This is an optimization exercise on Yosys and OpenROAD, whose aim is small area, not a production implementation.
Power and IR drop assume default switching activity.

Setup of build 36:
==> flow/design.v <==
package firPkg;
    typedef logic signed [17:0] sampleT;    
    localparam logic [107:0] InitCoef0 = {
        18'h01111, 18'h03333, 18'h0999a, 18'h26667, 18'h19999, 18'h06666
    };
    localparam logic [89:0] InitCoef1 = {
        18'h3c000, 18'h10000, 18'h09999, 18'h06666, 18'h03333
    };
endpackage
`timescale 1ns/10ps
module firChannel #(
    parameter int              N        = 6,
    parameter int              Base     = 0,
    parameter logic [18*N-1:0] InitCoef = '0
) (
    input  logic        iClk,
    input  logic        iRst,
    input  logic        iChanged,
    input  logic [17:0] iData,
    input  logic        iCoefWrEn,
    input  logic [3:0]  iCoefWrAddr,
    input  logic [17:0] iCoefWrData,
    output logic        oChanged,
    output logic [17:0] oData
);
    logic [2:0]  ph;           
    logic        togQ;         
    logic        busy;         
    logic        act;          
    logic [3:0]  rnd;          
    logic        fin;          
    logic [2:0]  vcnt;         
    logic        newS;
    logic        lastPh;
    logic        first;
    logic        go;
    logic        nValid;
    logic        lastGo;
    logic        busyNext;
    logic        actNext;
    logic        goNext;
    logic        bOne;
    logic        bTwo;
    logic        bNeg;
    logic [17:0] coef;
    assign newS   = iChanged ^ togQ;
    assign lastPh = (ph == 3'(N - 1));
    assign first  = (ph == 3'd0);
    assign go     = busy & (act | first);
    assign lastGo   = go & lastPh & (rnd == 4'd8);
    assign busyNext = newS | (busy & ~lastGo);
    assign actNext  = (act | go) & ~lastGo;
    assign goNext   = busyNext & (actNext | lastPh);
    assign nValid   = goNext & (lastPh | ({1'b0, vcnt} + {1'b0, ph} >= 4'(N)));
    always_ff @(posedge iClk or posedge iRst) begin
        if (iRst) begin
            ph <= '0;
            togQ <= 1'b0;
            busy <= 1'b0;
            act <= 1'b0;
            rnd <= '0;
            fin <= 1'b0;
            oChanged <= 1'b0;
            vcnt <= '0;
        end else begin
            ph <= lastPh ? '0 : ph + 1'b1;
            togQ <= iChanged;
            fin <= 1'b0;
            if (newS) begin
                busy <= 1'b1;
                if (vcnt != 3'(N))
                    vcnt <= vcnt + 1'b1;
            end
            if (go)
                act <= 1'b1;
            if (go & lastPh) begin
                rnd <= rnd + 1'b1;
                if (rnd == 4'd8) begin
                    busy <= 1'b0;
                    act <= 1'b0;
                    rnd <= '0;
                    fin <= 1'b1;
                end
            end
            if (fin)
                oChanged <= ~oChanged;
        end
    end
    coefRing #(.N(N), .Base(Base), .InitCoef(InitCoef)) uCoef (
        .iClk, .iRst, .ph, .iCoefWrEn, .iCoefWrAddr, .iCoefWrData, .head(coef)
    );
    sampleRing #(.N(N)) uSamp (
        .iClk, .newS, .iData, .go, .lastPh, .rndZero(rnd == 4'd0), .nValid,
        .bOne, .bTwo, .bNeg
    );
    macUnit uMac (
        .iClk, .iRst, .shiftIn(busy & first & act), .zeroIn(busy & first & ~act),
        .bOne, .bTwo, .bNeg, .coef, .result(oData)
    );
endmodule
`timescale 1ns/10ps
module sampleRing #(
    parameter int N = 6
) (
    input  logic        iClk,
    input  logic        newS,       
    input  logic [17:0] iData,
    input  logic        go,         
    input  logic        lastPh,     
    input  logic        rndZero,    
    input  logic        nValid,     
    output logic        bOne,       
    output logic        bTwo,       
    output logic        bNeg        
);
    logic [17:0] sampQ [N];
    logic [17:0] w;
    logic [2:0]  nd;                
    always_ff @(posedge iClk) begin
        if (newS)
            sampQ[0] <= iData;
        else if (go)
            sampQ[0] <= {sampQ[N-1][1:0], sampQ[N-1][17:2]};
        for (int i = 1; i < N; i++)
            if (newS | go)
                sampQ[i] <= sampQ[i-1];
    end
    always_comb begin
        w = sampQ[N-1];
        if (!go)
            nd = {(newS ? iData[1:0] : sampQ[0][1:0]), 1'b0};    
        else if (lastPh)
            nd = {w[3:2], w[1]};                                  
        else
            nd = {w[1:0], rndZero ? 1'b0 : w[17]};
    end
    always_ff @(posedge iClk) begin
        bOne <= nValid & (nd[1] ^ nd[0]);
        bTwo <= nValid & ((nd[2] & ~nd[1] & ~nd[0]) | (~nd[2] & nd[1] & nd[0]));
        bNeg <= nValid & nd[2];
    end
endmodule
`timescale 1ns/10ps
module coefRing #(
    parameter int              N        = 6,
    parameter int              Base     = 0,
    parameter logic [18*N-1:0] InitCoef = '0
) (
    input  logic        iClk,
    input  logic        iRst,
    input  logic [2:0]  ph,
    input  logic        iCoefWrEn,
    input  logic [3:0]  iCoefWrAddr,
    input  logic [17:0] iCoefWrData,
    output logic [17:0] head
);
    function automatic int tapOf(input int p);
        tapOf = (p == 0) ? 0 : N - p;
    endfunction
    logic [17:0] coefQ [N];
    logic [17:0] wdHi;
    logic [17:0] wdLo;
    assign wdHi = iCoefWrData | {18{iRst}};
    assign wdLo = iCoefWrData & ~{18{iRst}};
    for (genvar i = 0; i < N; i++) begin : gCoef
        logic        we;
        logic [17:0] wd;
        logic [17:0] initV;
        assign initV = InitCoef[18*tapOf(i) +: 18];
        assign wd = (initV & wdHi) | (~initV & wdLo);
        always_comb begin
            we = iRst;
            for (int p = 0; p < N; p++)
                if (ph == 3'(p) && iCoefWrEn && iCoefWrAddr == 4'(Base + tapOf((i + p + 1) % N)))
                    we = 1'b1;
        end
        always_ff @(posedge iClk)
            coefQ[i] <= we ? wd : coefQ[(i + 1) % N];
    end
    assign head = coefQ[0];
endmodule
`timescale 1ns/10ps
module macUnit (
    input  logic        iClk,
    input  logic        iRst,
    input  logic        shiftIn,    
    input  logic        zeroIn,     
    input  logic        bOne,
    input  logic        bTwo,
    input  logic        bNeg,
    input  logic [17:0] coef,
    output logic [17:0] result
);
    logic [21:0] acc;
    logic [21:0] mag;
    logic [21:0] bx;
    logic [21:0] accIn;
    logic [21:0] sum;
    logic        cy;
    logic        cy0;
    logic        cy1;
    logic [10:0] hi0;
    logic [10:0] hi1;
    always_comb begin
        mag = '0;
        if (bOne)
            mag = {{4{coef[17]}}, coef};
        else if (bTwo)
            mag = {{3{coef[17]}}, coef, 1'b0};
        bx = mag ^ {22{bNeg}};
        if (shiftIn)
            accIn = {{2{acc[21]}}, acc[21:2]};
        else if (zeroIn)
            accIn = '0;
        else
            accIn = acc;
        cy = bNeg;
        for (int i = 0; i < 11; i++) begin
            sum[i] = accIn[i] ^ bx[i] ^ cy;
            cy = (accIn[i] & bx[i]) | (accIn[i] & cy) | (bx[i] & cy);
        end
        cy0 = 1'b0;
        cy1 = 1'b1;
        for (int i = 11; i < 22; i++) begin
            hi0[i-11] = accIn[i] ^ bx[i] ^ cy0;
            cy0 = (accIn[i] & bx[i]) | (accIn[i] & cy0) | (bx[i] & cy0);
            hi1[i-11] = accIn[i] ^ bx[i] ^ cy1;
            cy1 = (accIn[i] & bx[i]) | (accIn[i] & cy1) | (bx[i] & cy1);
        end
        sum[21:11] = cy ? hi1 : hi0;
    end
    always_ff @(posedge iClk)
        acc[21:18] <= sum[21:18];
    always_ff @(posedge iClk or posedge iRst) begin
        if (iRst)
            acc[17:0] <= '0;
        else
            acc[17:0] <= sum[17:0];
    end
    assign result = acc[17:0];
endmodule
`timescale 1ns/10ps
module firEngine (
    input  logic           iClk,
    input  logic           iRst,
    input  logic           iData0Changed,    
    input  firPkg::sampleT iData0,
    input  logic           iData1Changed,
    input  firPkg::sampleT iData1,
    input  logic           iCoefWrEn,
    input  logic [3:0]     iCoefWrAddr,
    input  firPkg::sampleT iCoefWrData,
    output logic           oData0Changed,    
    output firPkg::sampleT oData0,
    output logic           oData1Changed,
    output firPkg::sampleT oData1
);
    firChannel #(.N(6), .Base(0), .InitCoef(firPkg::InitCoef0)) uCh0 (
        .iClk, .iRst, .iChanged(iData0Changed), .iData(iData0),
        .iCoefWrEn, .iCoefWrAddr, .iCoefWrData,
        .oChanged(oData0Changed), .oData(oData0)
    );
    firChannel #(.N(5), .Base(8), .InitCoef(firPkg::InitCoef1)) uCh1 (
        .iClk, .iRst, .iChanged(iData1Changed), .iData(iData1),
        .iCoefWrEn, .iCoefWrAddr, .iCoefWrData,
        .oChanged(oData1Changed), .oData(oData1)
    );
endmodule
Settings: LEC_CHECK=0, ABC_AREA=1, CAP_MARGIN=20, CORE_MARGIN=2, CORE_UTILIZATION=40, SLEW_MARGIN=20; clock period 8.0 ns.
standard.sh (not shown) runs the stock make flow with config.mk's settings and CLKGATE_MAP_FILE= SYNTH_SCRIPT=/design/flow/synth_recipe.tcl, a recipe that flattens the netlist after the stock synthesis.
==> flow/flow/run.sh <==
#!/bin/bash
# Standard ORFS layout with three changes: ports are buffered with the smallest
# buffer, clock tree synthesis adds no dummy loads, and it uses smaller clock
# buffers. Each tool's full log is under orfs/logs/; make's output is in
# standard.log.
set -euo pipefail
export BUFFER_PORTS_ARGS="-buffer_cell sky130_fd_sc_hd__buf_1"
export CTS_ARGS="-sink_clustering_enable -repair_clock_nets -dont_use_dummy_load -buf_list {sky130_fd_sc_hd__clkbuf_4 sky130_fd_sc_hd__clkbuf_8}"
bash standard.sh > standard.log 2>&1
Build 36 completed end to end with timing, DRC and antenna clean.
Input changes introduced in build 92 (baseline for comparison: build 36):
Settings: CORE_UTILIZATION now 65, was 40.
==> flow/flow/run.sh <==
#!/bin/bash
# Standard ORFS layout with these changes: ports are buffered with the smallest
# buffer, and clock tree synthesis adds no dummy loads and clusters up to 16
# flip-flops on each leaf buffer. Each tool's full log is under orfs/logs/;
# make's output is in standard.log.
set -euo pipefail
export BUFFER_PORTS_ARGS="-buffer_cell sky130_fd_sc_hd__buf_1"
export CTS_ARGS="-sink_clustering_enable -repair_clock_nets -dont_use_dummy_load -buf_list {sky130_fd_sc_hd__clkbuf_4 sky130_fd_sc_hd__clkbuf_8} -sink_clustering_size 16 -sink_clustering_max_diameter 60"
bash standard.sh > standard.log 2>&1
==> run notes <==
Build 92 completed; timing, DRC and antenna clean
According to the power report, total power for build 92 is lower than for build 36.
Compared with build 36, build 92 shows a area of placed instances that is 1.7% lower.
Of build 36 and build 92, build 36 shows the lower combinational fraction of design power, with build 92 above it.
Modified inputs, build 43 compared to build 92
==> flow/flow/run.sh <==
#!/bin/bash
# Standard ORFS layout with three changes: ports are buffered with the smallest
# buffer, clock tree synthesis adds no dummy loads, and it uses smaller clock
# buffers. Each tool's full log is under orfs/logs/; make's output is in
# standard.log.
set -euo pipefail
export BUFFER_PORTS_ARGS="-buffer_cell sky130_fd_sc_hd__buf_1"
export CTS_ARGS="-sink_clustering_enable -repair_clock_nets -dont_use_dummy_load -buf_list {sky130_fd_sc_hd__clkbuf_4 sky130_fd_sc_hd__clkbuf_8}"
bash standard.sh > standard.log 2>&1
Notes after the runs:
All of build 92 and build 43 finish clean. On sequential power, build 92 and build 43 are basically level. From build 92 to build 43 the numbers moved as follows: final total power rose by about 9%; first-pass GRT wire length up 1.4 mm; utilization rose by 1.8 points; final critical path time including I/O delays and setup decreased 0.016 ns.
Function was not checked in any run of this note: the RTL went through the layout flow alone.

## static timing again, ports no longer ideal
How much do the figures lean on ideal ports? The routed layouts below were timed once more, with nothing changed but the port constraints. Step 1 (the two cells are an assumption about what drives the block):
set clk [get_ports {iClk}]
set_driving_cell -lib_cell sky130_fd_sc_hd__clkbuf_16 $clk
set_driving_cell -lib_cell sky130_fd_sc_hd__buf_2 [delete_from_list [all_inputs] $clk]
Step 2 also shifts input and output timing later by t, the mid clock arrival at the registers, as if the neighbouring blocks saw the same clock. Slacks: ideal ports / drivers / drivers and shift; pairs: ideal ports / drivers.
| run | shift t [ns] | setup WS [ns] | hold slack, ns | worst data-port slew with drivers (ns) |
|---|---|---|---|---|
| build 36 | 0.659 | 1.121 / 1.121 / 1.121 | 0.383 / 0.383 / 0.383 | 0.09 |
| build 92 | 0.598 | 1.006 / 1.006 / 1.006 | 0.396 / 0.396 / 0.396 | 0.07 |
| build 43 | 0.615 | 1.022 / 1.022 / 1.022 | 0.365 / 0.365 / 0.365 | 0.07 |
After both steps every run listed still meets setup and hold.
